Source: an optimization exercise on an open RTL-to-GDS flow (aim: small area, a short achievable clock period and few clock cycles per item). Production flows keep margins and buffers that such runs may drop.
The RTL was checked by simulation tests, not by an equivalence proof against the original design.
Power is estimated from default activity; no workload was simulated.

### flow/config.mk
export PLATFORM = sky130hd
export DESIGN_NAME = point_in_polygon_crossing_test
export DESIGN_NICKNAME = point_in_polygon_crossing_test
export VERILOG_FILES = /design/flow/design.v
export SDC_FILE = /design/flow/constraint.sdc
export NUM_CORES = 4
export LEC_CHECK = 0
export CAP_MARGIN = 20
export CORE_MARGIN = 2
export CORE_UTILIZATION = 40
export SETUP_SLACK_MARGIN = 5
export SLEW_MARGIN = 20
### flow/constraint.sdc
create_clock -name core_clock -period 10.0 [get_ports {i_clk}]
set_input_delay 2.0000 -clock core_clock [delete_from_list [all_inputs] [get_ports {i_clk}]]
set_output_delay 2.0000 -clock core_clock [all_outputs]
set_load 0.01 [all_outputs]
### flow/design.v
package pip_pkg;
    localparam int COORD_BITS_DEFAULT  = 16;
    localparam int QUEUE_DEPTH_DEFAULT = 4;
    typedef enum logic {
        CFG_QUERY_X = 1'b0,
        CFG_QUERY_Y = 1'b1
    } t_cfg_idx;
    typedef struct packed {
        logic [16:0] du;
        logic [16:0] dv;
    } t_mag;
    typedef struct packed {
        logic [15:0] nu;     
        logic [3:0]  eu;     
        logic        su;     
        logic [15:0] nv;     
        logic [3:0]  ev;     
        logic        pv;     
    } t_vtx;
endpackage
module pip_front (
    input  logic [15:0]   i_x,
    input  logic [15:0]   i_y,
    input  logic [15:0]   i_qx,
    input  logic [15:0]   i_qy,
    output pip_pkg::t_mag o_mag
);
    assign o_mag.du = {i_x[15], i_x} - {i_qx[15], i_qx};
    assign o_mag.dv = {i_y[15], i_y} - {i_qy[15], i_qy};
endmodule
module pip_norm (
    input  pip_pkg::t_mag i_mag,
    output pip_pkg::t_vtx o_vtx
);
    logic [15:0] mu;
    logic [15:0] mv;
    logic [19:0] nu;
    logic [19:0] nv;
    function automatic logic [19:0] norm(input logic [15:0] m);
        logic [15:0] t;
        logic [3:0]  e;
        t = m;
        e = 4'd15;
        if (t[15:8] == '0) begin t = {t[7:0], 8'b0};  e[3] = 1'b0; end
        if (t[15:12] == '0) begin t = {t[11:0], 4'b0}; e[2] = 1'b0; end
        if (t[15:14] == '0) begin t = {t[13:0], 2'b0}; e[1] = 1'b0; end
        if (t[15] == 1'b0) begin t = {t[14:0], 1'b0}; e[0] = 1'b0; end
        norm = {t, e};
    endfunction
    assign mu       = i_mag.du[16] ? 16'(-i_mag.du) : i_mag.du[15:0];
    assign mv       = i_mag.dv[16] ? 16'(-i_mag.dv) : i_mag.dv[15:0];
    assign nu       = norm(mu);
    assign nv       = norm(mv);
    assign o_vtx.nu = nu[19:4];
    assign o_vtx.eu = nu[3:0];
    assign o_vtx.nv = nv[19:4];
    assign o_vtx.ev = nv[3:0];
    assign o_vtx.su = i_mag.du[16];
    assign o_vtx.pv = !i_mag.dv[16] && (i_mag.dv != '0);
endmodule
module pip_queue #(
    parameter int DEPTH = pip_pkg::QUEUE_DEPTH_DEFAULT
) (
    input  logic i_clk,
    input  logic i_rst_n,
    input  logic i_push,
    input  logic i_data,
    output logic o_valid,
    input  logic i_pop,
    output logic o_data
);
    localparam int PTR_BITS = $clog2(DEPTH);
    logic [DEPTH-1:0]    r_mem;
    logic [PTR_BITS-1:0] r_wr_ptr;
    logic [PTR_BITS-1:0] r_rd_ptr;
    logic [PTR_BITS:0]   r_count;
    logic                rd_en;
    assign o_valid = (r_count != '0);
    assign o_data  = r_mem[r_rd_ptr];
    assign rd_en   = i_pop && o_valid;
    always_ff @(posedge i_clk) begin
        if (!i_rst_n) begin
            r_wr_ptr <= '0;
            r_rd_ptr <= '0;
            r_count  <= '0;
        end else begin
            if (i_push) r_wr_ptr <= r_wr_ptr + 1'b1;
            if (rd_en)  r_rd_ptr <= r_rd_ptr + 1'b1;
            if (i_push && !rd_en) begin
                r_count <= r_count + 1'b1;
            end else if (rd_en && !i_push) begin
                r_count <= r_count - 1'b1;
            end
        end
    end
    always_ff @(posedge i_clk) begin
        if (i_push) r_mem[r_wr_ptr] <= i_data;
    end
endmodule
module pip_back #(
    parameter int M = 7
) (
    input  pip_pkg::t_vtx   i_p1,
    input  pip_pkg::t_vtx   i_p2,
    output logic            o_dec,       
    output logic            o_toggle,    
    output logic            o_t_gt,      
    output logic            o_t_lt,      
    output logic            o_t_eq,      
    output logic            o_e_p1,      
    output logic            o_e_m1,      
    output logic            o_inx_p,     
    output logic            o_inx_q,     
    output logic [2*M:0]    o_xs,        
    output logic [2*M:0]    o_ys         
);
    logic [15:0]       a;
    logic [15:0]       b;
    logic [15:0]       c;
    logic [15:0]       d;
    logic              pu1;
    logic              pu2;
    logic              su1;
    logic              su2;
    logic              straddle;
    logic              rise;
    logic              zp;
    logic              zq;
    logic              need;
    logic [4:0]        sp;
    logic [4:0]        sq;
    logic signed [5:0] ex;
    logic              e_gt;
    logic              e_lt;
    logic              gt;
    logic              lt;
    logic              e_p1;
    logic              e_m1;
    logic [2*M-1:0]    xp;
    logic [2*M-1:0]    yq;
    function automatic logic tog(input logic f_gt, input logic f_lt,
                                 input logic f_rise, input logic f_pu1, input logic f_su1,
                                 input logic f_pu2, input logic f_su2);
        if (f_rise) tog = f_pu1 ? (!f_su2 || f_gt) : (!f_su2 && f_lt);
        else        tog = f_pu2 ? (!f_su1 || f_lt) : (!f_su1 && f_gt);
    endfunction
    assign a   = i_p1.nu;
    assign b   = i_p2.nv;
    assign c   = i_p2.nu;
    assign d   = i_p1.nv;
    assign su1 = i_p1.su;
    assign su2 = i_p2.su;
    assign pu1 = !i_p1.su && i_p1.nu[15];
    assign pu2 = !i_p2.su && i_p2.nu[15];
    assign straddle = i_p1.pv != i_p2.pv;
    assign rise     = i_p2.pv;
    assign zp  = !a[15] || !b[15];
    assign zq  = !c[15] || !d[15];
    assign need = straddle && !zp && !zq &&
                  (rise ? (pu1 ? su2 : !su2) : (pu2 ? su1 : !su1));
    assign sp   = {1'b0, i_p1.eu} + {1'b0, i_p2.ev};
    assign sq   = {1'b0, i_p2.eu} + {1'b0, i_p1.ev};
    assign ex   = {1'b0, sp} - {1'b0, sq};
    assign e_gt = ex > 6'sd1;
    assign e_lt = ex < -6'sd1;
    always_comb begin
        if (zp || zq) begin
            gt = !zp;
            lt = !zq;
        end else begin
            gt = e_gt;
            lt = e_lt;
        end
    end
    assign o_dec    = !need || e_gt || e_lt;
    assign o_toggle = straddle && tog(gt, lt, rise, pu1, su1, pu2, su2);
    assign o_t_gt   = tog(1'b1, 1'b0, rise, pu1, su1, pu2, su2);
    assign o_t_lt   = tog(1'b0, 1'b1, rise, pu1, su1, pu2, su2);
    assign o_t_eq   = tog(1'b0, 1'b0, rise, pu1, su1, pu2, su2);
    assign e_p1     = ex == 6'sd1;
    assign e_m1     = ex == -6'sd1;
    assign o_e_p1   = e_p1;
    assign o_e_m1   = e_m1;
    assign o_inx_p  = (a[15-M:0] != '0) || (b[15-M:0] != '0);
    assign o_inx_q  = (c[15-M:0] != '0) || (d[15-M:0] != '0);
    pip_mul7 u_mul_p (.i_a(a[15:16-M]), .i_b(b[15:16-M]), .o_p(xp));
    pip_mul7 u_mul_q (.i_a(c[15:16-M]), .i_b(d[15:16-M]), .o_p(yq));
    assign o_xs = e_p1 ? {xp, 1'b0} : {1'b0, xp};
    assign o_ys = e_m1 ? {yq, 1'b0} : {1'b0, yq};
endmodule
module pip_cmp #(
    parameter int M = 7
) (
    input  logic [2*M:0]   i_xs,
    input  logic [2*M:0]   i_ys,
    input  logic           i_e_p1,
    input  logic           i_e_m1,
    input  logic           i_inx_p,
    input  logic           i_inx_q,
    output logic           o_gt,
    output logic           o_lt,
    output logic           o_eq
);
    localparam int TOL = (1 << (M + 1)) - 1;
    localparam logic signed [2*M+1:0] T1  = TOL;
    localparam logic signed [2*M+1:0] T2  = 2 * TOL;
    localparam logic signed [2*M+1:0] NT1 = -TOL;
    localparam logic signed [2*M+1:0] NT2 = -2 * TOL;
    localparam logic signed [2*M+1:0] Z   = 0;
    logic signed [2*M+1:0] dif;
    assign dif = {1'b0, i_xs} - {1'b0, i_ys};
    always_comb begin
        if (!i_inx_q)    o_gt = dif > Z;
        else if (i_e_m1) o_gt = dif > T2;
        else             o_gt = dif > T1;
        if (!i_inx_p)    o_lt = dif < Z;
        else if (i_e_p1) o_lt = dif < NT2;
        else             o_lt = dif < NT1;
    end
    assign o_eq = !i_inx_p && !i_inx_q && (dif == Z);
endmodule
module pip_exact (
    input  logic        i_clk,
    input  logic        i_rst_n,
    input  logic        i_start,      
    input  logic [15:0] i_a,
    input  logic [15:0] i_b,
    input  logic [15:0] i_c,
    input  logic [15:0] i_d,
    input  logic        i_e_p1,
    input  logic        i_e_m1,
    output logic        o_done,       
    output logic        o_gt,
    output logic        o_lt
);
    logic                 r_busy;
    logic                 r_done;
    logic [3:0]           r_cnt;
    logic                 r_bb;
    logic                 r_dd;
    logic signed [19:0]   r_acc;
    logic                 r_stk;
    logic signed [19:0]   add_a;
    logic signed [19:0]   add_c;
    logic signed [19:0]   sum;
    assign add_a = r_bb ? 20'(i_e_p1 ? {i_a, 1'b0} : {1'b0, i_a}) : '0;
    assign add_c = r_dd ? 20'(i_e_m1 ? {i_c, 1'b0} : {1'b0, i_c}) : '0;
    assign sum   = r_acc + add_a - add_c;
    always_ff @(posedge i_clk) begin
        if (!i_rst_n) begin
            r_busy <= 1'b0;
            r_done <= 1'b0;
        end else if (r_busy) begin
            if (r_cnt == 4'd15) begin
                r_busy <= 1'b0;
                r_done <= 1'b1;
            end
        end else begin
            r_busy <= i_start && !r_done;
            r_done <= 1'b0;
        end
    end
    always_ff @(posedge i_clk) begin
        if (r_busy) begin
            r_acc <= sum >>> 1;
            r_stk <= r_stk || sum[0];
            r_cnt <= r_cnt + 1'b1;
            r_bb  <= i_b[r_cnt + 1'b1];
            r_dd  <= i_d[r_cnt + 1'b1];
        end else begin
            r_acc <= '0;
            r_stk <= 1'b0;
            r_cnt <= 4'd0;
            r_bb  <= i_b[0];
            r_dd  <= i_d[0];
        end
    end
    assign o_done = r_done;
    assign o_gt   = !r_acc[19] && ((r_acc != '0) || r_stk);
    assign o_lt   = r_acc[19];
endmodule
module pip_mul7 (
    input  logic [6:0]   i_a,
    input  logic [6:0]   i_b,
    output logic [13:0] o_p
);
    logic pp_0_0;
    logic pp_0_1;
    logic pp_0_2;
    logic pp_0_3;
    logic pp_0_4;
    logic pp_0_5;
    logic pp_0_6;
    logic pp_1_0;
    logic pp_1_1;
    logic pp_1_2;
    logic pp_1_3;
    logic pp_1_4;
    logic pp_1_5;
    logic pp_1_6;
    logic pp_2_0;
    logic pp_2_1;
    logic pp_2_2;
    logic pp_2_3;
    logic pp_2_4;
    logic pp_2_5;
    logic pp_2_6;
    logic pp_3_0;
    logic pp_3_1;
    logic pp_3_2;
    logic pp_3_3;
    logic pp_3_4;
    logic pp_3_5;
    logic pp_3_6;
    logic pp_4_0;
    logic pp_4_1;
    logic pp_4_2;
    logic pp_4_3;
    logic pp_4_4;
    logic pp_4_5;
    logic pp_4_6;
    logic pp_5_0;
    logic pp_5_1;
    logic pp_5_2;
    logic pp_5_3;
    logic pp_5_4;
    logic pp_5_5;
    logic pp_5_6;
    logic pp_6_0;
    logic pp_6_1;
    logic pp_6_2;
    logic pp_6_3;
    logic pp_6_4;
    logic pp_6_5;
    logic pp_6_6;
    logic s0;
    logic c0;
    logic s1;
    logic c1;
    logic s2;
    logic c2;
    logic s3;
    logic c3;
    logic s4;
    logic c4;
    logic s5;
    logic c5;
    logic s6;
    logic c6;
    logic s7;
    logic c7;
    logic s8;
    logic c8;
    logic s9;
    logic c9;
    logic s10;
    logic c10;
    logic s11;
    logic c11;
    logic s12;
    logic c12;
    logic s13;
    logic c13;
    logic s14;
    logic c14;
    logic s15;
    logic c15;
    logic s16;
    logic c16;
    logic s17;
    logic c17;
    logic s18;
    logic c18;
    logic s19;
    logic c19;
    logic s20;
    logic c20;
    logic s21;
    logic c21;
    logic s22;
    logic c22;
    logic s23;
    logic c23;
    logic s24;
    logic c24;
    logic s25;
    logic c25;
    logic s26;
    logic c26;
    logic s27;
    logic c27;
    logic s28;
    logic c28;
    logic s29;
    logic c29;
    logic [13:0] row0;
    logic [13:0] row1;
    assign pp_0_0 = i_a[0] & i_b[0];
    assign pp_0_1 = i_a[0] & i_b[1];
    assign pp_0_2 = i_a[0] & i_b[2];
    assign pp_0_3 = i_a[0] & i_b[3];
    assign pp_0_4 = i_a[0] & i_b[4];
    assign pp_0_5 = i_a[0] & i_b[5];
    assign pp_0_6 = i_a[0] & i_b[6];
    assign pp_1_0 = i_a[1] & i_b[0];
    assign pp_1_1 = i_a[1] & i_b[1];
    assign pp_1_2 = i_a[1] & i_b[2];
    assign pp_1_3 = i_a[1] & i_b[3];
    assign pp_1_4 = i_a[1] & i_b[4];
    assign pp_1_5 = i_a[1] & i_b[5];
    assign pp_1_6 = i_a[1] & i_b[6];
    assign pp_2_0 = i_a[2] & i_b[0];
    assign pp_2_1 = i_a[2] & i_b[1];
    assign pp_2_2 = i_a[2] & i_b[2];
    assign pp_2_3 = i_a[2] & i_b[3];
    assign pp_2_4 = i_a[2] & i_b[4];
    assign pp_2_5 = i_a[2] & i_b[5];
    assign pp_2_6 = i_a[2] & i_b[6];
    assign pp_3_0 = i_a[3] & i_b[0];
    assign pp_3_1 = i_a[3] & i_b[1];
    assign pp_3_2 = i_a[3] & i_b[2];
    assign pp_3_3 = i_a[3] & i_b[3];
    assign pp_3_4 = i_a[3] & i_b[4];
    assign pp_3_5 = i_a[3] & i_b[5];
    assign pp_3_6 = i_a[3] & i_b[6];
    assign pp_4_0 = i_a[4] & i_b[0];
    assign pp_4_1 = i_a[4] & i_b[1];
    assign pp_4_2 = i_a[4] & i_b[2];
    assign pp_4_3 = i_a[4] & i_b[3];
    assign pp_4_4 = i_a[4] & i_b[4];
    assign pp_4_5 = i_a[4] & i_b[5];
    assign pp_4_6 = i_a[4] & i_b[6];
    assign pp_5_0 = i_a[5] & i_b[0];
    assign pp_5_1 = i_a[5] & i_b[1];
    assign pp_5_2 = i_a[5] & i_b[2];
    assign pp_5_3 = i_a[5] & i_b[3];
    assign pp_5_4 = i_a[5] & i_b[4];
    assign pp_5_5 = i_a[5] & i_b[5];
    assign pp_5_6 = i_a[5] & i_b[6];
    assign pp_6_0 = i_a[6] & i_b[0];
    assign pp_6_1 = i_a[6] & i_b[1];
    assign pp_6_2 = i_a[6] & i_b[2];
    assign pp_6_3 = i_a[6] & i_b[3];
    assign pp_6_4 = i_a[6] & i_b[4];
    assign pp_6_5 = i_a[6] & i_b[5];
    assign pp_6_6 = i_a[6] & i_b[6];
    assign s0 = pp_0_6 ^ pp_1_5;
    assign c0 = pp_0_6 & pp_1_5;
    assign s1 = pp_1_6 ^ pp_2_5;
    assign c1 = pp_1_6 & pp_2_5;
    assign s2 = pp_0_4 ^ pp_1_3;
    assign c2 = pp_0_4 & pp_1_3;
    assign s3 = pp_0_5 ^ pp_1_4 ^ pp_2_3;
    assign c3 = (pp_0_5 & pp_1_4) | (pp_0_5 & pp_2_3) | (pp_1_4 & pp_2_3);
    assign s4 = pp_3_2 ^ pp_4_1;
    assign c4 = pp_3_2 & pp_4_1;
    assign s5 = s0 ^ pp_2_4 ^ pp_3_3;
    assign c5 = (s0 & pp_2_4) | (s0 & pp_3_3) | (pp_2_4 & pp_3_3);
    assign s6 = pp_4_2 ^ pp_5_1 ^ pp_6_0;
    assign c6 = (pp_4_2 & pp_5_1) | (pp_4_2 & pp_6_0) | (pp_5_1 & pp_6_0);
    assign s7 = s1 ^ pp_3_4 ^ pp_4_3;
    assign c7 = (s1 & pp_3_4) | (s1 & pp_4_3) | (pp_3_4 & pp_4_3);
    assign s8 = pp_5_2 ^ pp_6_1 ^ c0;
    assign c8 = (pp_5_2 & pp_6_1) | (pp_5_2 & c0) | (pp_6_1 & c0);
    assign s9 = pp_2_6 ^ pp_3_5 ^ pp_4_4;
    assign c9 = (pp_2_6 & pp_3_5) | (pp_2_6 & pp_4_4) | (pp_3_5 & pp_4_4);
    assign s10 = pp_5_3 ^ pp_6_2 ^ c1;
    assign c10 = (pp_5_3 & pp_6_2) | (pp_5_3 & c1) | (pp_6_2 & c1);
    assign s11 = pp_3_6 ^ pp_4_5 ^ pp_5_4;
    assign c11 = (pp_3_6 & pp_4_5) | (pp_3_6 & pp_5_4) | (pp_4_5 & pp_5_4);
    assign s12 = pp_0_3 ^ pp_1_2;
    assign c12 = pp_0_3 & pp_1_2;
    assign s13 = s2 ^ pp_2_2 ^ pp_3_1;
    assign c13 = (s2 & pp_2_2) | (s2 & pp_3_1) | (pp_2_2 & pp_3_1);
    assign s14 = s3 ^ s4 ^ pp_5_0;
    assign c14 = (s3 & s4) | (s3 & pp_5_0) | (s4 & pp_5_0);
    assign s15 = s5 ^ s6 ^ c3;
    assign c15 = (s5 & s6) | (s5 & c3) | (s6 & c3);
    assign s16 = s7 ^ s8 ^ c5;
    assign c16 = (s7 & s8) | (s7 & c5) | (s8 & c5);
    assign s17 = s9 ^ s10 ^ c7;
    assign c17 = (s9 & s10) | (s9 & c7) | (s10 & c7);
    assign s18 = s11 ^ pp_6_3 ^ c9;
    assign c18 = (s11 & pp_6_3) | (s11 & c9) | (pp_6_3 & c9);
    assign s19 = pp_4_6 ^ pp_5_5 ^ pp_6_4;
    assign c19 = (pp_4_6 & pp_5_5) | (pp_4_6 & pp_6_4) | (pp_5_5 & pp_6_4);
    assign s20 = pp_0_2 ^ pp_1_1;
    assign c20 = pp_0_2 & pp_1_1;
    assign s21 = s12 ^ pp_2_1 ^ pp_3_0;
    assign c21 = (s12 & pp_2_1) | (s12 & pp_3_0) | (pp_2_1 & pp_3_0);
    assign s22 = s13 ^ pp_4_0 ^ c12;
    assign c22 = (s13 & pp_4_0) | (s13 & c12) | (pp_4_0 & c12);
    assign s23 = s14 ^ c2 ^ c13;
    assign c23 = (s14 & c2) | (s14 & c13) | (c2 & c13);
    assign s24 = s15 ^ c4 ^ c14;
    assign c24 = (s15 & c4) | (s15 & c14) | (c4 & c14);
    assign s25 = s16 ^ c6 ^ c15;
    assign c25 = (s16 & c6) | (s16 & c15) | (c6 & c15);
    assign s26 = s17 ^ c8 ^ c16;
    assign c26 = (s17 & c8) | (s17 & c16) | (c8 & c16);
    assign s27 = s18 ^ c10 ^ c17;
    assign c27 = (s18 & c10) | (s18 & c17) | (c10 & c17);
    assign s28 = s19 ^ c11 ^ c18;
    assign c28 = (s19 & c11) | (s19 & c18) | (c11 & c18);
    assign s29 = pp_5_6 ^ pp_6_5 ^ c19;
    assign c29 = (pp_5_6 & pp_6_5) | (pp_5_6 & c19) | (pp_6_5 & c19);
    assign row0 = {1'b0, pp_6_6, s29, s28, s27, s26, s25, s24, s23, s22, s21, s20, pp_0_1, pp_0_0};
    assign row1 = {1'b0, c29, c28, c27, c26, c25, c24, c23, c22, c21, c20, pp_2_0, pp_1_0, 1'b0};
    assign o_p  = row0 + row1;
endmodule
module point_in_polygon_crossing_test #(
    parameter int COORD_BITS  = pip_pkg::COORD_BITS_DEFAULT,
    parameter int QUEUE_DEPTH = pip_pkg::QUEUE_DEPTH_DEFAULT
) (
    input  logic                  i_clk,
    input  logic                  i_rst_n,
    input  logic                  i_cfg_we,
    input  logic                  i_cfg_idx,
    input  logic [COORD_BITS-1:0] i_cfg_data,
    input  logic                  i_valid,
    output logic                  o_ready,
    input  logic [COORD_BITS-1:0] i_vertex_x,
    input  logic [COORD_BITS-1:0] i_vertex_y,
    input  logic                  i_last_vertex,
    output logic                  o_valid,
    input  logic                  i_ready,
    output logic                  o_inside_res
);
    localparam int OWE_BITS = $clog2(QUEUE_DEPTH + 1);
    logic [COORD_BITS-1:0] r_query_x;
    logic [COORD_BITS-1:0] r_query_y;
    logic                  hold;
    logic                  r_ready;
    logic                  accept;
    logic                  r_open;
    logic [OWE_BITS-1:0]   r_owed;
    logic [OWE_BITS-1:0]   n_owed;
    logic                  pop;
    logic                  r_skid_v;
    logic [COORD_BITS-1:0] r_skid_x;
    logic [COORD_BITS-1:0] r_skid_y;
    logic                  r_skid_first;
    logic                  r_skid_last;
    logic [COORD_BITS-1:0] f_x;
    logic [COORD_BITS-1:0] f_y;
    pip_pkg::t_mag         f_mag;
    logic                  r_in_v;
    pip_pkg::t_mag         r_in;
    logic                  r_in_first;
    logic                  r_in_last;
    pip_pkg::t_vtx         in_vtx;
    logic                  r_cur_v;
    logic                  r_cur_first;
    logic                  r_cur_last;
    pip_pkg::t_vtx         r_cur;
    pip_pkg::t_vtx         r_prev;
    logic                  r_prev_first;
    pip_pkg::t_vtx         r_first;
    logic                  r_close;
    pip_pkg::t_vtx         e_p2;
    logic                  edge_en;
    logic                  e_dec;
    logic                  e_toggle;
    logic                  e_t_gt;
    logic                  e_t_lt;
    logic                  e_t_eq;
    logic                  e_p1;
    logic                  e_m1;
    logic                  e_inx_p;
    logic                  e_inx_q;
    logic [14:0]           e_xs;
    logic [14:0]           e_ys;
    logic                  r2_v;
    logic                  r2_close;
    logic                  r2_dec;
    logic                  r2_toggle;
    logic                  r2_t_gt;
    logic                  r2_t_lt;
    logic                  r2_t_eq;
    logic                  r2_e_p1;
    logic                  r2_e_m1;
    logic                  r2_inx_p;
    logic                  r2_inx_q;
    logic [14:0]           r2_xs;
    logic [14:0]           r2_ys;
    logic [15:0]           r2_a;
    logic [15:0]           r2_d;
    logic                  c_gt;
    logic                  c_lt;
    logic                  c_eq;
    logic                  undec;
    logic                  x_done;
    logic                  x_gt;
    logic                  x_lt;
    logic                  toggle;
    logic                  r_parity;
    always_ff @(posedge i_clk) begin
        if (!i_rst_n) begin
            r_query_x <= '0;
            r_query_y <= '0;
        end else if (i_cfg_we) begin
            case (i_cfg_idx)
                pip_pkg::CFG_QUERY_X: r_query_x <= i_cfg_data;
                pip_pkg::CFG_QUERY_Y: r_query_y <= i_cfg_data;
                default: ;
            endcase
        end
    end
    assign o_ready = r_ready;
    assign accept  = i_valid && r_ready;
    assign pop     = o_valid && i_ready;
    assign n_owed  = r_owed + OWE_BITS'(accept && i_last_vertex) - OWE_BITS'(pop);
    always_ff @(posedge i_clk) begin
        if (!i_rst_n) begin
            r_ready <= 1'b1;
            r_owed  <= '0;
            r_open  <= 1'b0;
        end else begin
            r_ready <= (n_owed < OWE_BITS'(QUEUE_DEPTH)) && !hold;
            r_owed  <= n_owed;
            if (accept) r_open <= !i_last_vertex;
        end
    end
    always_ff @(posedge i_clk) begin
        if (!i_rst_n) begin
            r_skid_v <= 1'b0;
        end else if (!hold) begin
            r_skid_v <= 1'b0;
        end else if (accept) begin
            r_skid_v <= 1'b1;
        end
    end
    always_ff @(posedge i_clk) begin
        if (hold && accept) begin
            r_skid_x     <= i_vertex_x;
            r_skid_y     <= i_vertex_y;
            r_skid_first <= !r_open;
            r_skid_last  <= i_last_vertex;
        end
    end
    assign f_x = r_skid_v ? r_skid_x : i_vertex_x;
    assign f_y = r_skid_v ? r_skid_y : i_vertex_y;
    pip_front u_front (
        .i_x   (f_x),
        .i_y   (f_y),
        .i_qx  (r_query_x),
        .i_qy  (r_query_y),
        .o_mag (f_mag)
    );
    always_ff @(posedge i_clk) begin
        if (!hold) begin
            r_in       <= f_mag;
            r_in_first <= r_skid_v ? r_skid_first : !r_open;
            r_in_last  <= r_skid_v ? r_skid_last : i_last_vertex;
        end
    end
    pip_norm u_norm (
        .i_mag (r_in),
        .o_vtx (in_vtx)
    );
    always_ff @(posedge i_clk) begin
        if (!hold) begin
            r_cur       <= in_vtx;
            r_cur_first <= r_in_first;
            r_cur_last  <= r_in_last;
        end
    end
    always_ff @(posedge i_clk) begin
        if (!hold) begin
            if (r_cur_v) r_prev <= r_cur;
            if (r_prev_first) r_first <= r_prev;
        end
    end
    always_ff @(posedge i_clk) begin
        if (!i_rst_n) begin
            r_in_v       <= 1'b0;
            r_cur_v      <= 1'b0;
            r_prev_first <= 1'b0;
            r_close      <= 1'b0;
        end else if (!hold) begin
            r_in_v  <= r_skid_v || accept;
            r_cur_v <= r_in_v;
            if (r_cur_v) r_prev_first <= r_cur_first;
            r_close <= r_cur_v && r_cur_last;
        end
    end
    assign e_p2    = r_close ? r_first : r_cur;
    assign edge_en = r_close ? !r_prev_first : (r_cur_v && !r_cur_first);
    pip_back u_back (
        .i_p1     (r_prev),
        .i_p2     (e_p2),
        .o_dec    (e_dec),
        .o_toggle (e_toggle),
        .o_t_gt   (e_t_gt),
        .o_t_lt   (e_t_lt),
        .o_t_eq   (e_t_eq),
        .o_e_p1   (e_p1),
        .o_e_m1   (e_m1),
        .o_inx_p  (e_inx_p),
        .o_inx_q  (e_inx_q),
        .o_xs     (e_xs),
        .o_ys     (e_ys)
    );
    always_ff @(posedge i_clk) begin
        if (!i_rst_n) begin
            r2_v <= 1'b0;
        end else if (!hold) begin
            r2_v <= edge_en || r_close;
        end
    end
    always_ff @(posedge i_clk) begin
        if (!hold) begin
            r2_close  <= r_close;
            r2_dec    <= !edge_en || e_dec;
            r2_toggle <= edge_en && e_toggle;
            r2_t_gt   <= e_t_gt;
            r2_t_lt   <= e_t_lt;
            r2_t_eq   <= e_t_eq;
            r2_e_p1   <= e_p1;
            r2_e_m1   <= e_m1;
            r2_inx_p  <= e_inx_p;
            r2_inx_q  <= e_inx_q;
            r2_xs     <= e_xs;
            r2_ys     <= e_ys;
            r2_a      <= r_prev.nu;
            r2_d      <= r_prev.nv;
        end
    end
    pip_cmp u_cmp (
        .i_xs    (r2_xs),
        .i_ys    (r2_ys),
        .i_e_p1  (r2_e_p1),
        .i_e_m1  (r2_e_m1),
        .i_inx_p (r2_inx_p),
        .i_inx_q (r2_inx_q),
        .o_gt    (c_gt),
        .o_lt    (c_lt),
        .o_eq    (c_eq)
    );
    assign undec = r2_v && !r2_dec && !c_gt && !c_lt && !c_eq;
    assign hold = undec && !x_done;
    pip_exact u_exact (
        .i_clk   (i_clk),
        .i_rst_n (i_rst_n),
        .i_start (undec),
        .i_a     (r2_a),
        .i_b     (r2_close ? r_first.nv : r_prev.nv),
        .i_c     (r2_close ? r_first.nu : r_prev.nu),
        .i_d     (r2_d),
        .i_e_p1  (r2_e_p1),
        .i_e_m1  (r2_e_m1),
        .o_done  (x_done),
        .o_gt    (x_gt),
        .o_lt    (x_lt)
    );
    always_comb begin
        if (r2_dec)      toggle = r2_toggle;
        else if (x_done) toggle = x_gt ? r2_t_gt : (x_lt ? r2_t_lt : r2_t_eq);
        else             toggle = c_gt ? r2_t_gt : (c_lt ? r2_t_lt : r2_t_eq);
    end
    always_ff @(posedge i_clk) begin
        if (!i_rst_n) begin
            r_parity <= 1'b0;
        end else if (!hold && r2_v) begin
            r_parity <= r2_close ? 1'b0 : (r_parity ^ toggle);
        end
    end
    pip_queue #(
        .DEPTH   (QUEUE_DEPTH)
    ) u_queue (
        .i_clk   (i_clk),
        .i_rst_n (i_rst_n),
        .i_push  (!hold && r2_v && r2_close),
        .i_data  (r_parity ^ toggle),
        .o_valid (o_valid),
        .i_pop   (i_ready),
        .o_data  (o_inside_res)
    );
endmodule
### flow/run.sh
#!/bin/bash
# synth_recipe.tcl (not shown) runs the flow's synth.tcl, then flattens the netlist and writes it again
# the make line also repeats each setting of config.mk as NAME=value (left out here)
make -C /OpenROAD-flow-scripts/flow DESIGN_CONFIG=/design/flow/config.mk WORK_HOME=/design/flow/orfs CLKGATE_MAP_FILE= SYNTH_SCRIPT=/design/flow/synth_recipe.tcl finish
==> results.ini, run 1 <==
[floorplan]
die_w_um=243
die_y_um=243
core-area_mm2=0.0565
die_area_mm2=0.0593
pin_count=58
rows=87
start_util=0.406

[grt]
grt_pass1_vias=16200
grt_use_met1=0.222
grt_util_met3=0.0304
grt-busiest-layer=met2
gr-total-overflow=0
antenna_found_initial=1
track_usage=0.176
met2_usage=0.303
grt_pass1_wl_mm=84.8
grt_max_degree=76

[finish]
post_route_cells_drive_above_1_share=0.117
diodes=0
nets=2483
syn_to_final_growth_pct=13.2
final_cells=3015

[timing]
drv_slew=0
setup_viol=0
tightest_slew_ns=0.992
timing.final.crit_period_ns=4.79
fin_skew_ns=0.0135
min_period_over_period=0.479
fin_setup_tns_ns=0
max_freq_mhz=209
report.final.hold_viol_count=0
grt_setup_unrepaired=no
maxSlewHeadroom=0.332

[power]
power_density_mw_per_mm2=317
leakage_nw=9.99
vdd_ir_drop_max_uv=270

[min_path]
hp-start=r_in_first$_DFFE_PN_
worstHoldPathCells=0
hold_class=reg2reg
whs_endpoint=r_cur_first$_DFFE_PN_

[status]
outcome=finished clean

[job]
drv_cap=0

[yosys]
yosysSeqAreaShare=0.428
netlist_top_cells_area=edfxtp_1, fa_1, dfxtp_1
avgSynthCellArea_um2=10.7
synth_common_cells=edfxtp_1, inv_1, nand2_1
syn_inst=2154
synth_top_cell_by_area=edfxtp_1
synth_top_area_share=0.359
synth.distinct_cells=94
synthMostInstantiatedCell=edfxtp_1
synth_edf_count=274
syn-num-nets=2410
async_flop_share=0
synth_ff_type=edfxtp_1
yosysWarnings=6
ys_ff_latch=353
synth_area_mm2=0.0229

[clocking]
path_clk_slew_ns=0.06
cts-root-buf=clkbuf_16
cts_max_level=2
postCtsHoldBufs=0
cts_tree=built
worstSkewPairLatency_ns=0.57
clockBufferDepth=3
cts_made_buffers=41
cts.sinks=353

[setup_path]
end_kind=register
worstReg2RegStart=r_close$_SDFFE_PN0N_
cp-start-kind=register
rrSetupSlack_ns=5.21
critPathLaunch=r_close$_SDFFE_PN0N_
r2r-end=r2_ys[13]$_DFFE_PN_
cp_max_fo=15
critPathKind=reg2reg
rr_worst_depth=18
arrival_ns=5.07
worstPathRequired_ns=10.29

[route]
drcViolationCount=0
dr.pass1.iters=6
drt_wl_total_mm=52.3
via_per_inst=5.26
vias=15900
dr.first_iter.drc_count=766
ant_nets=0
avgRoutedWirePerCell_um=17.4

[place]
dp_hpwl_mm=39.2
gp_congestion=0.860
io_buffers=57
dp.cells=2917

flip-flops by register name (all words and copies together) (netlist names), 2 cells and up:
register / flops
r2_a: 16
r2_d: 16
r2_xs: 15
r2_ys: 15
r_cur: 42
r_first: 42
r_in: 34
r_owed: 3
r_prev: 42
r_query_x: 16
r_query_y: 16
r_skid_x: 16
r_skid_y: 16
u_exact.r_acc: 19
u_exact.r_cnt: 4
u_queue.r_count: 3
u_queue.r_mem: 4
u_queue.r_rd_ptr: 2
u_queue.r_wr_ptr: 2
stage by stage:
stage | hold slack [ns] | total power, mW | area (um2) | setup WS (ns) | util
after global placement | 0.401 | 6.60 | 24300 | 4.57 | 0.430
final | 0.415 | 8.23 | 26000 | 5.21 | 0.460
after floorplan | 0.400 | 5.67 | 23000 | 5.07 | -
after detailed placement | 0.406 | 6.66 | 24300 | 4.41 | 0.430
after global routing | 0.440 | 8.94 | 26000 | 4.99 | 0.460
after CTS | 0.419 | 8.17 | 25700 | 5.00 | 0.454
cells in the final DEF, fill, tap and decap left out, types with 18 or more instances in the layout:
cell and instances:
nor2b_1 88, nand2_1 195, clkbuf_16 43, xor2_1 27, mux4_2 30, nor2_1 105
nor3_1 33, a21oi_1 106, dfxtp_1 78, mux2i_1 56, a21o_1 20, mux2_2 65
inv_1 243, ha_1 121, nand4_1 18, buf_4 29, fa_1 80, nand3_1 28
o21ai_0 65, nor4_1 22, clkdlybuf4s50_1 57, xnor2_1 60, nand2b_1 28, edfxtp_1 274
and2_1 45
worst max-delay path: stages, from the launching register on:
cell and delay [ns]:
dfxtp_2 0.38, buf_12 0.19, mux2_2 0.46, and2_1 0.20, ha_1 0.26, inv_1 0.05
fa_1 0.51, fa_1 0.52, fa_1 0.54, inv_1 0.04, ha_1 0.32, inv_1 0.07
o21bai_1 0.09, a21oi_2 0.17, o21bai_1 0.09, a21oi_2 0.20, o21bai_1 0.10, a21oi_2 0.20
mux2i_1 0.09
worst max-delay path by stage:
stage / to / slack (ns) / depth (start not counted)
2_1_floorplan: r2_xs[13]$_DFFE_PN_ / 5.07 / 20
3_3_place_gp: r_skid_x[15]$_DFFE_PP_ / 4.57 / 14
3_5_place_dp: r_skid_y[13]$_DFFE_PP_ / 4.41 / 13
4_1_cts: r_skid_x[2]$_DFFE_PP_ / 5.00 / 13
5_1_grt: r2_xs[13]$_DFFE_PN_ / 4.99 / 18
6_report: r2_ys[13]$_DFFE_PN_ / 5.21 / 18
routing by layer:
layer | up-vias | share of wire
met5 | - | 0.00025
met4 | 2 | 0.029
met3 | 79 | 0.041
met2 | 284 | 0.49
met1 | 7677 | 0.44
li1 | 7831 | -
layout make-up:
type	instances	area [um2]
clock buffer	53	1100
fill	5243	30500
multi-input combinational	1492	12100
tap	756	946
sequential	353	9810
timing repair buffer	93	925
inverter	246	927
clock inverter	22	176
power breakdown:
part	switching, mW	internal (mW)	leakage (nW)
sequential	0.169	2.02	3.34
clock	0.623	0.815	0.625
combinational	2.56	2.04	6.02
total	3.36	4.87	9.99
cells by family after synthesis:
| group | after synthesis | share of synthesized area |
|---|---|---|
| muxes | 160 | 0.0899 |
| buffers and inverters | 310 | 0.0529 |
| DFF | 353 | 0.428 |
| AOI/OAI and AO/OA | 393 | 0.115 |
| adders and majority gates | 201 | 0.136 |
| and+or+nand+nor | 650 | 0.146 |
| xor gates and xnor gates | 87 | 0.0332 |
what timing repair did:
item,in CTS,in global routing
gates resized for setup,11,31
pin swaps,1,4
gates cloned,1,1
buffers inserted,1,20
setup endpoints to repair,134,151
Testbench counts, summed over its fixed seeds: cycles 14,799, vertices 14,293.
==> run 2: changes to the inputs <==
--- a/flow/design.v
+++ b/flow/design.v
@@ -99,5 +99,5 @@
 endmodule
 module pip_back #(
-    parameter int M = 7
+    parameter int M = 6
 ) (
     input  pip_pkg::t_vtx   i_p1,
@@ -184,11 +184,11 @@
     assign o_inx_p  = (a[15-M:0] != '0) || (b[15-M:0] != '0);
     assign o_inx_q  = (c[15-M:0] != '0) || (d[15-M:0] != '0);
-    pip_mul7 u_mul_p (.i_a(a[15:16-M]), .i_b(b[15:16-M]), .o_p(xp));
-    pip_mul7 u_mul_q (.i_a(c[15:16-M]), .i_b(d[15:16-M]), .o_p(yq));
+    pip_mul6 u_mul_p (.i_a(a[15:16-M]), .i_b(b[15:16-M]), .o_p(xp));
+    pip_mul6 u_mul_q (.i_a(c[15:16-M]), .i_b(d[15:16-M]), .o_p(yq));
     assign o_xs = e_p1 ? {xp, 1'b0} : {1'b0, xp};
     assign o_ys = e_m1 ? {yq, 1'b0} : {1'b0, yq};
 endmodule
 module pip_cmp #(
-    parameter int M = 7
+    parameter int M = 6
 ) (
     input  logic [2*M:0]   i_xs,
@@ -280,8 +280,8 @@
     assign o_lt   = r_acc[19];
 endmodule
-module pip_mul7 (
-    input  logic [6:0]   i_a,
-    input  logic [6:0]   i_b,
-    output logic [13:0] o_p
+module pip_mul6 (
+    input  logic [5:0]   i_a,
+    input  logic [5:0]   i_b,
+    output logic [11:0] o_p
 );
     logic pp_0_0;
@@ -291,5 +291,4 @@
     logic pp_0_4;
     logic pp_0_5;
-    logic pp_0_6;
     logic pp_1_0;
     logic pp_1_1;
@@ -298,5 +297,4 @@
     logic pp_1_4;
     logic pp_1_5;
-    logic pp_1_6;
     logic pp_2_0;
     logic pp_2_1;
@@ -305,5 +303,4 @@
     logic pp_2_4;
     logic pp_2_5;
-    logic pp_2_6;
     logic pp_3_0;
     logic pp_3_1;
@@ -312,5 +309,4 @@
     logic pp_3_4;
     logic pp_3_5;
-    logic pp_3_6;
     logic pp_4_0;
     logic pp_4_1;
@@ -319,5 +315,4 @@
     logic pp_4_4;
     logic pp_4_5;
-    logic pp_4_6;
     logic pp_5_0;
     logic pp_5_1;
@@ -326,12 +321,4 @@
     logic pp_5_4;
     logic pp_5_5;
-    logic pp_5_6;
-    logic pp_6_0;
-    logic pp_6_1;
-    logic pp_6_2;
-    logic pp_6_3;
-    logic pp_6_4;
-    logic pp_6_5;
-    logic pp_6_6;
     logic s0;
     logic c0;
@@ -374,26 +361,6 @@
     logic s19;
     logic c19;
-    logic s20;
-    logic c20;
-    logic s21;
-    logic c21;
-    logic s22;
-    logic c22;
-    logic s23;
-    logic c23;
-    logic s24;
-    logic c24;
-    logic s25;
-    logic c25;
-    logic s26;
-    logic c26;
-    logic s27;
-    logic c27;
-    logic s28;
-    logic c28;
-    logic s29;
-    logic c29;
-    logic [13:0] row0;
-    logic [13:0] row1;
+    logic [11:0] row0;
+    logic [11:0] row1;
     assign pp_0_0 = i_a[0] & i_b[0];
     assign pp_0_1 = i_a[0] & i_b[1];
@@ -402,5 +369,4 @@
     assign pp_0_4 = i_a[0] & i_b[4];
     assign pp_0_5 = i_a[0] & i_b[5];
-    assign pp_0_6 = i_a[0] & i_b[6];
     assign pp_1_0 = i_a[1] & i_b[0];
     assign pp_1_1 = i_a[1] & i_b[1];
@@ -409,5 +375,4 @@
     assign pp_1_4 = i_a[1] & i_b[4];
     assign pp_1_5 = i_a[1] & i_b[5];
-    assign pp_1_6 = i_a[1] & i_b[6];
     assign pp_2_0 = i_a[2] & i_b[0];
     assign pp_2_1 = i_a[2] & i_b[1];
@@ -416,5 +381,4 @@
     assign pp_2_4 = i_a[2] & i_b[4];
     assign pp_2_5 = i_a[2] & i_b[5];
-    assign pp_2_6 = i_a[2] & i_b[6];
     assign pp_3_0 = i_a[3] & i_b[0];
     assign pp_3_1 = i_a[3] & i_b[1];
@@ -423,5 +387,4 @@
     assign pp_3_4 = i_a[3] & i_b[4];
     assign pp_3_5 = i_a[3] & i_b[5];
-    assign pp_3_6 = i_a[3] & i_b[6];
     assign pp_4_0 = i_a[4] & i_b[0];
     assign pp_4_1 = i_a[4] & i_b[1];
@@ -430,5 +393,4 @@
     assign pp_4_4 = i_a[4] & i_b[4];
     assign pp_4_5 = i_a[4] & i_b[5];
-    assign pp_4_6 = i_a[4] & i_b[6];
     assign pp_5_0 = i_a[5] & i_b[0];
     assign pp_5_1 = i_a[5] & i_b[1];
@@ -437,74 +399,46 @@
     assign pp_5_4 = i_a[5] & i_b[4];
     assign pp_5_5 = i_a[5] & i_b[5];
-    assign pp_5_6 = i_a[5] & i_b[6];
-    assign pp_6_0 = i_a[6] & i_b[0];
-    assign pp_6_1 = i_a[6] & i_b[1];
-    assign pp_6_2 = i_a[6] & i_b[2];
-    assign pp_6_3 = i_a[6] & i_b[3];
-    assign pp_6_4 = i_a[6] & i_b[4];
-    assign pp_6_5 = i_a[6] & i_b[5];
-    assign pp_6_6 = i_a[6] & i_b[6];
-    assign s0 = pp_0_6 ^ pp_1_5;
-    assign c0 = pp_0_6 & pp_1_5;
-    assign s1 = pp_1_6 ^ pp_2_5;
-    assign c1 = pp_1_6 & pp_2_5;
-    assign s2 = pp_0_4 ^ pp_1_3;
-    assign c2 = pp_0_4 & pp_1_3;
-    assign s3 = pp_0_5 ^ pp_1_4 ^ pp_2_3;
-    assign c3 = (pp_0_5 & pp_1_4) | (pp_0_5 & pp_2_3) | (pp_1_4 & pp_2_3);
-    assign s4 = pp_3_2 ^ pp_4_1;
-    assign c4 = pp_3_2 & pp_4_1;
-    assign s5 = s0 ^ pp_2_4 ^ pp_3_3;
-    assign c5 = (s0 & pp_2_4) | (s0 & pp_3_3) | (pp_2_4 & pp_3_3);
-    assign s6 = pp_4_2 ^ pp_5_1 ^ pp_6_0;
-    assign c6 = (pp_4_2 & pp_5_1) | (pp_4_2 & pp_6_0) | (pp_5_1 & pp_6_0);
-    assign s7 = s1 ^ pp_3_4 ^ pp_4_3;
-    assign c7 = (s1 & pp_3_4) | (s1 & pp_4_3) | (pp_3_4 & pp_4_3);
-    assign s8 = pp_5_2 ^ pp_6_1 ^ c0;
-    assign c8 = (pp_5_2 & pp_6_1) | (pp_5_2 & c0) | (pp_6_1 & c0);
-    assign s9 = pp_2_6 ^ pp_3_5 ^ pp_4_4;
-    assign c9 = (pp_2_6 & pp_3_5) | (pp_2_6 & pp_4_4) | (pp_3_5 & pp_4_4);
-    assign s10 = pp_5_3 ^ pp_6_2 ^ c1;
-    assign c10 = (pp_5_3 & pp_6_2) | (pp_5_3 & c1) | (pp_6_2 & c1);
-    assign s11 = pp_3_6 ^ pp_4_5 ^ pp_5_4;
-    assign c11 = (pp_3_6 & pp_4_5) | (pp_3_6 & pp_5_4) | (pp_4_5 & pp_5_4);
-    assign s12 = pp_0_3 ^ pp_1_2;
-    assign c12 = pp_0_3 & pp_1_2;
-    assign s13 = s2 ^ pp_2_2 ^ pp_3_1;
-    assign c13 = (s2 & pp_2_2) | (s2 & pp_3_1) | (pp_2_2 & pp_3_1);
-    assign s14 = s3 ^ s4 ^ pp_5_0;
-    assign c14 = (s3 & s4) | (s3 & pp_5_0) | (s4 & pp_5_0);
-    assign s15 = s5 ^ s6 ^ c3;
-    assign c15 = (s5 & s6) | (s5 & c3) | (s6 & c3);
-    assign s16 = s7 ^ s8 ^ c5;
-    assign c16 = (s7 & s8) | (s7 & c5) | (s8 & c5);
-    assign s17 = s9 ^ s10 ^ c7;
-    assign c17 = (s9 & s10) | (s9 & c7) | (s10 & c7);
-    assign s18 = s11 ^ pp_6_3 ^ c9;
-    assign c18 = (s11 & pp_6_3) | (s11 & c9) | (pp_6_3 & c9);
-    assign s19 = pp_4_6 ^ pp_5_5 ^ pp_6_4;
-    assign c19 = (pp_4_6 & pp_5_5) | (pp_4_6 & pp_6_4) | (pp_5_5 & pp_6_4);
-    assign s20 = pp_0_2 ^ pp_1_1;
-    assign c20 = pp_0_2 & pp_1_1;
-    assign s21 = s12 ^ pp_2_1 ^ pp_3_0;
-    assign c21 = (s12 & pp_2_1) | (s12 & pp_3_0) | (pp_2_1 & pp_3_0);
-    assign s22 = s13 ^ pp_4_0 ^ c12;
-    assign c22 = (s13 & pp_4_0) | (s13 & c12) | (pp_4_0 & c12);
-    assign s23 = s14 ^ c2 ^ c13;
-    assign c23 = (s14 & c2) | (s14 & c13) | (c2 & c13);
-    assign s24 = s15 ^ c4 ^ c14;
-    assign c24 = (s15 & c4) | (s15 & c14) | (c4 & c14);
-    assign s25 = s16 ^ c6 ^ c15;
-    assign c25 = (s16 & c6) | (s16 & c15) | (c6 & c15);
-    assign s26 = s17 ^ c8 ^ c16;
-    assign c26 = (s17 & c8) | (s17 & c16) | (c8 & c16);
-    assign s27 = s18 ^ c10 ^ c17;
-    assign c27 = (s18 & c10) | (s18 & c17) | (c10 & c17);
-    assign s28 = s19 ^ c11 ^ c18;
-    assign c28 = (s19 & c11) | (s19 & c18) | (c11 & c18);
-    assign s29 = pp_5_6 ^ pp_6_5 ^ c19;
-    assign c29 = (pp_5_6 & pp_6_5) | (pp_5_6 & c19) | (pp_6_5 & c19);
-    assign row0 = {1'b0, pp_6_6, s29, s28, s27, s26, s25, s24, s23, s22, s21, s20, pp_0_1, pp_0_0};
-    assign row1 = {1'b0, c29, c28, c27, c26, c25, c24, c23, c22, c21, c20, pp_2_0, pp_1_0, 1'b0};
+    assign s0 = pp_0_4 ^ pp_1_3;
+    assign c0 = pp_0_4 & pp_1_3;
+    assign s1 = pp_0_5 ^ pp_1_4 ^ pp_2_3;
+    assign c1 = (pp_0_5 & pp_1_4) | (pp_0_5 & pp_2_3) | (pp_1_4 & pp_2_3);
+    assign s2 = pp_3_2 ^ pp_4_1;
+    assign c2 = pp_3_2 & pp_4_1;
+    assign s3 = pp_1_5 ^ pp_2_4 ^ pp_3_3;
+    assign c3 = (pp_1_5 & pp_2_4) | (pp_1_5 & pp_3_3) | (pp_2_4 & pp_3_3);
+    assign s4 = pp_4_2 ^ pp_5_1;
+    assign c4 = pp_4_2 & pp_5_1;
+    assign s5 = pp_2_5 ^ pp_3_4 ^ pp_4_3;
+    assign c5 = (pp_2_5 & pp_3_4) | (pp_2_5 & pp_4_3) | (pp_3_4 & pp_4_3);
+    assign s6 = pp_0_3 ^ pp_1_2;
+    assign c6 = pp_0_3 & pp_1_2;
+    assign s7 = s0 ^ pp_2_2 ^ pp_3_1;
+    assign c7 = (s0 & pp_2_2) | (s0 & pp_3_1) | (pp_2_2 & pp_3_1);
+    assign s8 = s1 ^ s2 ^ pp_5_0;
+    assign c8 = (s1 & s2) | (s1 & pp_5_0) | (s2 & pp_5_0);
+    assign s9 = s3 ^ s4 ^ c1;
+    assign c9 = (s3 & s4) | (s3 & c1) | (s4 & c1);
+    assign s10 = s5 ^ pp_5_2 ^ c3;
+    assign c10 = (s5 & pp_5_2) | (s5 & c3) | (pp_5_2 & c3);
+    assign s11 = pp_3_5 ^ pp_4_4 ^ pp_5_3;
+    assign c11 = (pp_3_5 & pp_4_4) | (pp_3_5 & pp_5_3) | (pp_4_4 & pp_5_3);
+    assign s12 = pp_0_2 ^ pp_1_1;
+    assign c12 = pp_0_2 & pp_1_1;
+    assign s13 = s6 ^ pp_2_1 ^ pp_3_0;
+    assign c13 = (s6 & pp_2_1) | (s6 & pp_3_0) | (pp_2_1 & pp_3_0);
+    assign s14 = s7 ^ pp_4_0 ^ c6;
+    assign c14 = (s7 & pp_4_0) | (s7 & c6) | (pp_4_0 & c6);
+    assign s15 = s8 ^ c0 ^ c7;
+    assign c15 = (s8 & c0) | (s8 & c7) | (c0 & c7);
+    assign s16 = s9 ^ c2 ^ c8;
+    assign c16 = (s9 & c2) | (s9 & c8) | (c2 & c8);
+    assign s17 = s10 ^ c4 ^ c9;
+    assign c17 = (s10 & c4) | (s10 & c9) | (c4 & c9);
+    assign s18 = s11 ^ c5 ^ c10;
+    assign c18 = (s11 & c5) | (s11 & c10) | (c5 & c10);
+    assign s19 = pp_4_5 ^ pp_5_4 ^ c11;
+    assign c19 = (pp_4_5 & pp_5_4) | (pp_4_5 & c11) | (pp_5_4 & c11);
+    assign row0 = {1'b0, pp_5_5, s19, s18, s17, s16, s15, s14, s13, s12, pp_0_1, pp_0_0};
+    assign row1 = {1'b0, c19, c18, c17, c16, c15, c14, c13, c12, pp_2_0, pp_1_0, 1'b0};
     assign o_p  = row0 + row1;
 endmodule
@@ -569,6 +503,6 @@
     logic                  e_inx_p;
     logic                  e_inx_q;
-    logic [14:0]           e_xs;
-    logic [14:0]           e_ys;
+    logic [12:0]           e_xs;
+    logic [12:0]           e_ys;
     logic                  r2_v;
     logic                  r2_close;
@@ -582,6 +516,6 @@
     logic                  r2_inx_p;
     logic                  r2_inx_q;
-    logic [14:0]           r2_xs;
-    logic [14:0]           r2_ys;
+    logic [12:0]           r2_xs;
+    logic [12:0]           r2_ys;
     logic [15:0]           r2_a;
     logic [15:0]           r2_d;
--- a/flow/config.mk
+++ b/flow/config.mk
@@ -9,4 +9,3 @@
 export CORE_MARGIN = 2
 export CORE_UTILIZATION = 40
-export SETUP_SLACK_MARGIN = 5
 export SLEW_MARGIN = 20
==> run 2 against run 1 <==
Die area is 5.4% lower; still clean on timing, DRC and antenna; clock skew is 0.0083 ns higher; maximum frequency is 13% lower; register-to-register slack worse by 0.71 ns; largest power group unchanged.
==> results.ini, run 2 <==
[finish]
syn_to_final_growth_pct=11.6
post_route_cells_drive_above_1_share=0.0935
final_common_cell=edfxtp_1
multi_input_area_mm2=0.0109
nets=2285
utilization=0.451
largestRegisters=r_cur (42), r_first (42), r_prev (42)
fillers=4952
regArea_mm2=0.00969
diodes=0
final_cells=2782
final_area_mm2=0.0242
most-common-layout-cells=edfxtp_1, inv_1, nand2_1

[clocking]
clockBufferDepth=3
cts_made_buffers=39
cts_tree=built
ctsResizeCount=0
worstSkewPairLatency_ns=0.57
cts_max_level=2
cts-root-buf=clkbuf_16
cts_setup_buffers=0
cts.sinks=349
path_clk_slew_ns=0.06
postCtsHoldBufs=0

[route]
vias=14500
drcViolationCount=0
drt_wl_total_mm=45.6
avgRoutedWirePerCell_um=16.4
via_per_inst=5.20
dr.first_iter.drc_count=783
dr.pass1.iters=5
ant_nets=0

[setup_path]
end_kind=register
arrival_ns=5.97
worstPathRequired_ns=10.47
cp_max_fo=159
critPathKind=reg2reg
cp-start-kind=register

[timing]
timing.final.crit_period_ns=5.49
maxSlewHeadroom=0.288
tightest_slew_ns=1.07
fin_skew_ns=0.0219
max_freq_mhz=182
grt_setup_unrepaired=no
setup_slack_ns=4.51
fin_setup_tns_ns=0
min_period_over_period=0.549
report.final.hold_viol_count=0
setup_viol=0
drv_slew=0

[yosys]
synth_top_cell_by_area=edfxtp_1
netlist_top_cells_area=edfxtp_1, dfxtp_1, ha_1
avgSynthCellArea_um2=10.8
synth_edf_count=270
synth_area_mm2=0.0217
yosysSeqAreaShare=0.447
synth_common_cells=edfxtp_1, inv_1, nand2_1
synthMostInstantiatedCell=edfxtp_1
yosysWarnings=6
ys_ff_latch=349
async_flop_share=0
syn-num-nets=2243
synth_ff_type=edfxtp_1
syn_inst=2013
synth.distinct_cells=92
synth_top_area_share=0.374

[grt]
gr-total-overflow=0
grt_max_degree=160
grt_pass1_vias=14700
grt_pass1_wl_mm=75.6
track_usage=0.166
antenna_found_initial=4

[status]
outcome=finished clean

[power]
leakage_nw=9.38
vdd_ir_drop_max_uv=169
power_density_mw_per_mm2=276

[place]
dp_hpwl_mm=34.3
dp.cells=2710
io_buffers=57
gp_congestion=0.857
dpl_cell_area_mm2=0.0229
dp_slack_ns=4.36

[floorplan]
pin_count=58
rows=85
die_area_mm2=0.0561
die_w_um=237
start_util=0.404
die_y_um=237
core-area_mm2=0.0537

[min_path]
hold_class=reg2reg

[job]
drv_cap=0

-- run 2: cell count changes after synthesis, moves of 10 or more --
cell | previous run | this run
o22ai_1 | 12 | 2
fa_1 | 80 | 62
mux2i_1 | 64 | 81
a21oi_1 | 116 | 105
inv_1 | 244 | 215
mux4_2 | 30 | 16
and2_1 | 47 | 24
-- run 2: cells by family (layout without fill, tap and decap cells) --
| family | count (synthesis) | count (layout) | share of synthesized area |
|---|---|---|---|
| DFF | 349 | 349 | 0.447 |
| and+or+nand+nor | 598 | 598 | 0.139 |
| adders and majority gates | 175 | 175 | 0.122 |
| buffers and inverters | 284 | 357 | 0.0518 |
| muxes | 169 | 169 | 0.0921 |
| AOI/OAI and AO/OA | 346 | 346 | 0.110 |
| xor gates and xnor gates | 92 | 92 | 0.0372 |
-- run 2: final timing paths --
kind / to / from / slack, ns / depth (start not counted)
setup / recovery: u_queue.r_count[2]$_SDFFE_PN0P_ / r2_xs[2]$_DFFE_PN_ / 4.51 / 18
hold / removal: r_cur_last$_DFFE_PN_ / r_in_last$_DFFE_PN_ / 0.42 / 0
setup reg to reg: u_queue.r_count[2]$_SDFFE_PN0P_ / r2_xs[2]$_DFFE_PN_ / 4.51 / 18
hold reg to reg: r_cur_last$_DFFE_PN_ / r_in_last$_DFFE_PN_ / 0.42 / 0
-- run 2: power breakdown --
| part | internal, mW | switching, mW | leakage [nW] | total, mW |
|---|---|---|---|---|
| Clock | 0.835 | 0.590 | 0.623 | 1.42 |
| Combinational | 1.40 | 1.76 | 5.46 | 3.16 |
| Sequential | 1.93 | 0.167 | 3.30 | 2.09 |
-- run 2: layer usage --
| metal | part of all wire | global-route usage |
|---|---|---|
| met2 | 0.47 | 0.283 |
| met1 | 0.46 | 0.213 |
| met5 | 0.0011 | 0 |
| met4 | 0.027 | 0.0529 |
| met3 | 0.039 | 0.0305 |
-- run 2: cell type report --
type	instances	area share
Inverter	219	0.0341
Multi-Input combinational cell	1380	0.450
Tap cell	696	0.0360
Clock inverter	21	0.00925
Timing Repair Buffer	66	0.0269
Sequential cell	349	0.400
Clock buffer	51	0.0438
-- run 2: metrics by stage --
| stage | hold WS [ns] | power (mW) |
|---|---|---|
| after floorplan | 0.400 | 4.55 |
| after global placement | 0.406 | 5.20 |
| after detailed placement | 0.406 | 5.28 |
| after CTS | 0.421 | 6.75 |
| after global routing | 0.429 | 7.24 |
| final | 0.422 | 6.68 |
-- run 2: critical path, cell delays in order (launching register included) --
cell and delay [ns]:
edfxtp_1 0.37, ha_1 0.36, o211ai_1 0.23, a21oi_1 0.12, or3_1 0.34, a2111oi_0 0.72
o211a_1 0.26, or4_1 0.15, nor3_1 0.06, o211ai_1 0.29, buf_12 0.57, nand3_1 0.25
inv_1 0.22, ha_1 0.22, inv_1 0.06, fa_1 0.38, xor2_1 0.19, or3_1 0.32
a21oi_1 0.16
Testbench counts of run 2, summed over its fixed seeds: cycles 15,071, vertices 14,293.
==> run 3: changes to the inputs <==
--- a/flow/config.mk
+++ b/flow/config.mk
@@ -9,3 +9,4 @@
 export CORE_MARGIN = 2
 export CORE_UTILIZATION = 40
+export SETUP_SLACK_MARGIN = 5
 export SLEW_MARGIN = 20
==> run 3 against run 2 <==
Via count grew 1.1%; largest power group unchanged; worst setup slack gained 0.63 ns; synthesized area is the same; combinational power is essentially flat; utilization grew 0.58 points; global-route usage grew 0.26 points; still clean; first-iteration DRC count shrank 0.89%.
==> results.ini, run 3 <==
[yosys]
syn_inst=2013
yosysWarnings=6
yosysSeqAreaShare=0.447
synth_top_area_share=0.374
avgSynthCellArea_um2=10.8
synthMostInstantiatedCell=edfxtp_1
synth_common_cells=edfxtp_1, inv_1, nand2_1
synth_edf_count=270
syn-num-nets=2243
synth.distinct_cells=92
synth_area_mm2=0.0217
netlist_top_cells_area=edfxtp_1, dfxtp_1, ha_1
synth_ff_type=edfxtp_1
async_flop_share=0
synth_top_cell_by_area=edfxtp_1
ys_ff_latch=349

[place]
gp_congestion=0.856
dp.cells=2709
dpl_cell_area_mm2=0.0229
dp_hpwl_mm=34.4
io_buffers=57

[timing]
drv_slew=0
setup_viol=0
timing.final.crit_period_ns=4.87
report.final.hold_viol_count=0
tightest_slew_ns=1.07
min_period_over_period=0.487
maxSlewHeadroom=0.288
grt_setup_unrepaired=yes
max_freq_mhz=205
fin_setup_tns_ns=0
worst_hold_slack_ns=0.419
fin_skew_ns=0.0235

[route]
drcViolationCount=0
dr.first_iter.drc_count=776
ant_nets=0
dr.pass1.iters=5
vias=14600
avgRoutedWirePerCell_um=16.6
drt_wl_total_mm=46.5
via_per_inst=5.24

[min_path]
whs_endpoint=r_cur_last$_DFFE_PN_
hold_class=reg2reg
hp-start=r_in_last$_DFFE_PN_
worstHoldPathCells=0

[clocking]
path_clk_slew_ns=0.06
cts_max_level=2
cts-root-buf=clkbuf_16
clockBufferDepth=3
cts.sinks=349
cts_tree=built
cts_made_buffers=40
postCtsHoldBufs=0
worstSkewPairLatency_ns=0.56

[power]
netSwitchingFraction=0.373
vdd_ir_drop_max_uv=179
power_density_mw_per_mm2=276
leakage_nw=9.49
seqPwrFrac=0.310
p_int_mw=4.23
p_sw_mw=2.52
clkPwrFrac=0.217
power_frac_comb=0.473

[floorplan]
die_y_um=237
start_util=0.404
die_area_mm2=0.0561
pin_count=58
die_w_um=237
rows=85
core-area_mm2=0.0537

[finish]
syn_to_final_growth_pct=13.1
most-common-layout-cells=edfxtp_1, inv_1, nand2_1
nets=2300
final_area_mm2=0.0245
final_common_cell=edfxtp_1
final_cells=2797
fillers=4885
largestRegisters=r_cur (42), r_first (42), r_prev (42)
post_route_cells_drive_above_1_share=0.108

[grt]
grt_pass1_wl_mm=76.4
grt_pass1_vias=14800
grt_max_degree=81
gr-total-overflow=0
antenna_found_initial=3
track_usage=0.168

[setup_path]
end_kind=register
crit_chain=ha_1 > fa_1 > nor2b_1 > o22ai_1 > xnor2_1 > nand3_1 > o31a_1 > o2111ai_1 > nor3_1 > o211ai_1 > clkbuf_16 > nand3_1 > inv_1 > ha_1 > inv_1 > fa_1 > xor2_1 > or3_1 > a21oi_1
r2r-end=u_queue.r_count[2]$_SDFFE_PN0P_
rrSetupSlack_ns=5.13
worst_path_max_delay_cell=fa_1
cp_max_fo=40
worstReg2RegStart=r2_ys[0]$_SDFFCE_PP0N_
critPathKind=reg2reg
cp-start-kind=register
rr_worst_depth=19
slowest_delay_ns=0.41
arrival_ns=5.35
worstPathRequired_ns=10.48

[job]
drv_cap=0

[status]
outcome=finished clean

==> run 3: logic make-up (layout without fill, tap and decap cells) <==
| kind of cell | after synthesis | in the layout | share of synthesized area |
|---|---|---|---|
| other | 0 | 1 | 0 |
| adder cells (fa/ha/maj) | 175 | 175 | 0.122 |
| AO/OA/AOI/OAI | 346 | 346 | 0.110 |
| XOR/XNOR | 92 | 92 | 0.0372 |
| flip-flops | 349 | 349 | 0.447 |
| multiplexers | 169 | 169 | 0.0921 |
| buffers and inverters | 284 | 371 | 0.0518 |
| AND/OR/NAND/NOR | 598 | 598 | 0.139 |
==> run 3: per-layer routing <==
metal	vias up	GRT usage	part of all wire
met5	-	0	0.00064
met4	4	0.0662	0.033
met3	86	0.0272	0.036
met2	250	0.286	0.47
met1	7032	0.216	0.46
li1	7274	-	-
==> run 3: layout make-up <==
type                    instances  area [um2]  area share
diodes                          1        2.50    0.000102
clock buffers                  49        1060      0.0434
clock inverters                23         249      0.0102
inverters                     219         825      0.0336
multi-input cells            1380       11000       0.449
flip-flops and latches        349        9690       0.395
well taps                     696         871      0.0355
repair buffers                 80         796      0.0325
==> run 3: worst max-delay path, delay by kind of cell (launching register included) <==
kind,cells,cell delay (ns)
xor gates and xnor gates,2,0.49
DFF,1,0.36
adders and majority gates,4,1.21
AOI/OAI and AO/OA,5,1.12
buffers and inverters,3,0.59
and+or+nand+nor,5,0.99
==> run 3: worst max-delay path by stage <==
| stage | from | endpoint | slack [ns] | cells past startpoint |
|---|---|---|---|---|
| floorplan | r_close$_SDFFE_PN0N_ | r2_xs[10]$_DFFE_PN_ | 5.14 | 17 |
| global placement | i_vertex_x[1] | r_in[32]$_DFFE_PN_ | 4.46 | 15 |
| detailed placement | i_vertex_x[1] | r_in[32]$_DFFE_PN_ | 4.33 | 15 |
| CTS | r2_xs[2]$_DFFE_PN_ | u_queue.r_count[2]$_SDFFE_PN0P_ | 4.77 | 18 |
| global route | r2_ys[0]$_SDFFCE_PP0N_ | u_queue.r_count[2]$_SDFFE_PN0P_ | 4.76 | 19 |
| finish | r2_ys[0]$_SDFFCE_PP0N_ | u_queue.r_count[2]$_SDFFE_PN0P_ | 5.13 | 19 |
==> run 3: power groups by stage <==
stage                     sequential, mW  combinational [mW]  clock (mW)
final                               2.10                3.19        1.47
after floorplan                     2.03                2.52           0
after global routing                2.13                3.63        1.56
after detailed placement            2.13                3.11           0
after global placement              2.12                3.05           0
after CTS                           2.10                3.16        1.51
==> run 3: repair_timing <==
| action | CTS | global route |
|---|---|---|
| gates resized for setup | 11 | 28 |
| gates cloned | 1 | 1 |
| buffers inserted | 1 | 11 |
| setup endpoints to repair | 138 | 132 |
| pin swaps | 0 | 10 |
==> run 3: stage by stage <==
step / worst slack, ns / utilization / total power, mW
after global placement: 4.46 / 0.427 / 5.17
final: 5.13 / 0.457 / 6.75
after CTS: 4.77 / 0.453 / 6.77
after global routing: 4.76 / 0.457 / 7.31
after detailed placement: 4.33 / 0.427 / 5.24
after floorplan: 5.14 / - / 4.55

[afterwards: timing with drivers on the ports]
In the flow no input, the clock included, has a driving cell. The finished layouts below were timed again as built, in two steps. Step 1: set_driving_cell puts a clkbuf_16 on i_clk and a buf_2 on each other input, an assumption about the parent block. Step 2 adds t to the input delays and takes it off the output delays; t is the mean of the earliest and latest rising clock arrival at the registers after step 1. Input paths then give back, and output paths get back, about the clock's delay inside the block. Slacks: ideal / step 1 / step 2; pairs: ideal / step 1.
run	t (ns)	setup WS [ns]	latest minus earliest clock arrival (ns)	worst slew at a driven data input, ns	cell pins on the clock port's net
run 1	0.619	5.212 / 5.212 / 4.656	0.014 / 0.013	0.07	1
run 2	0.609	4.506 / 4.506 / 4.325	0.023 / 0.023	0.10	1
run 3	0.600	5.131 / 5.131 / 4.634	0.024 / 0.024	0.08	1
After both steps setup and hold are still met in every run listed. For run 1, which loses most, drivers alone change the setup slack by 0.000 ns; drivers and shift together by -0.556 ns.
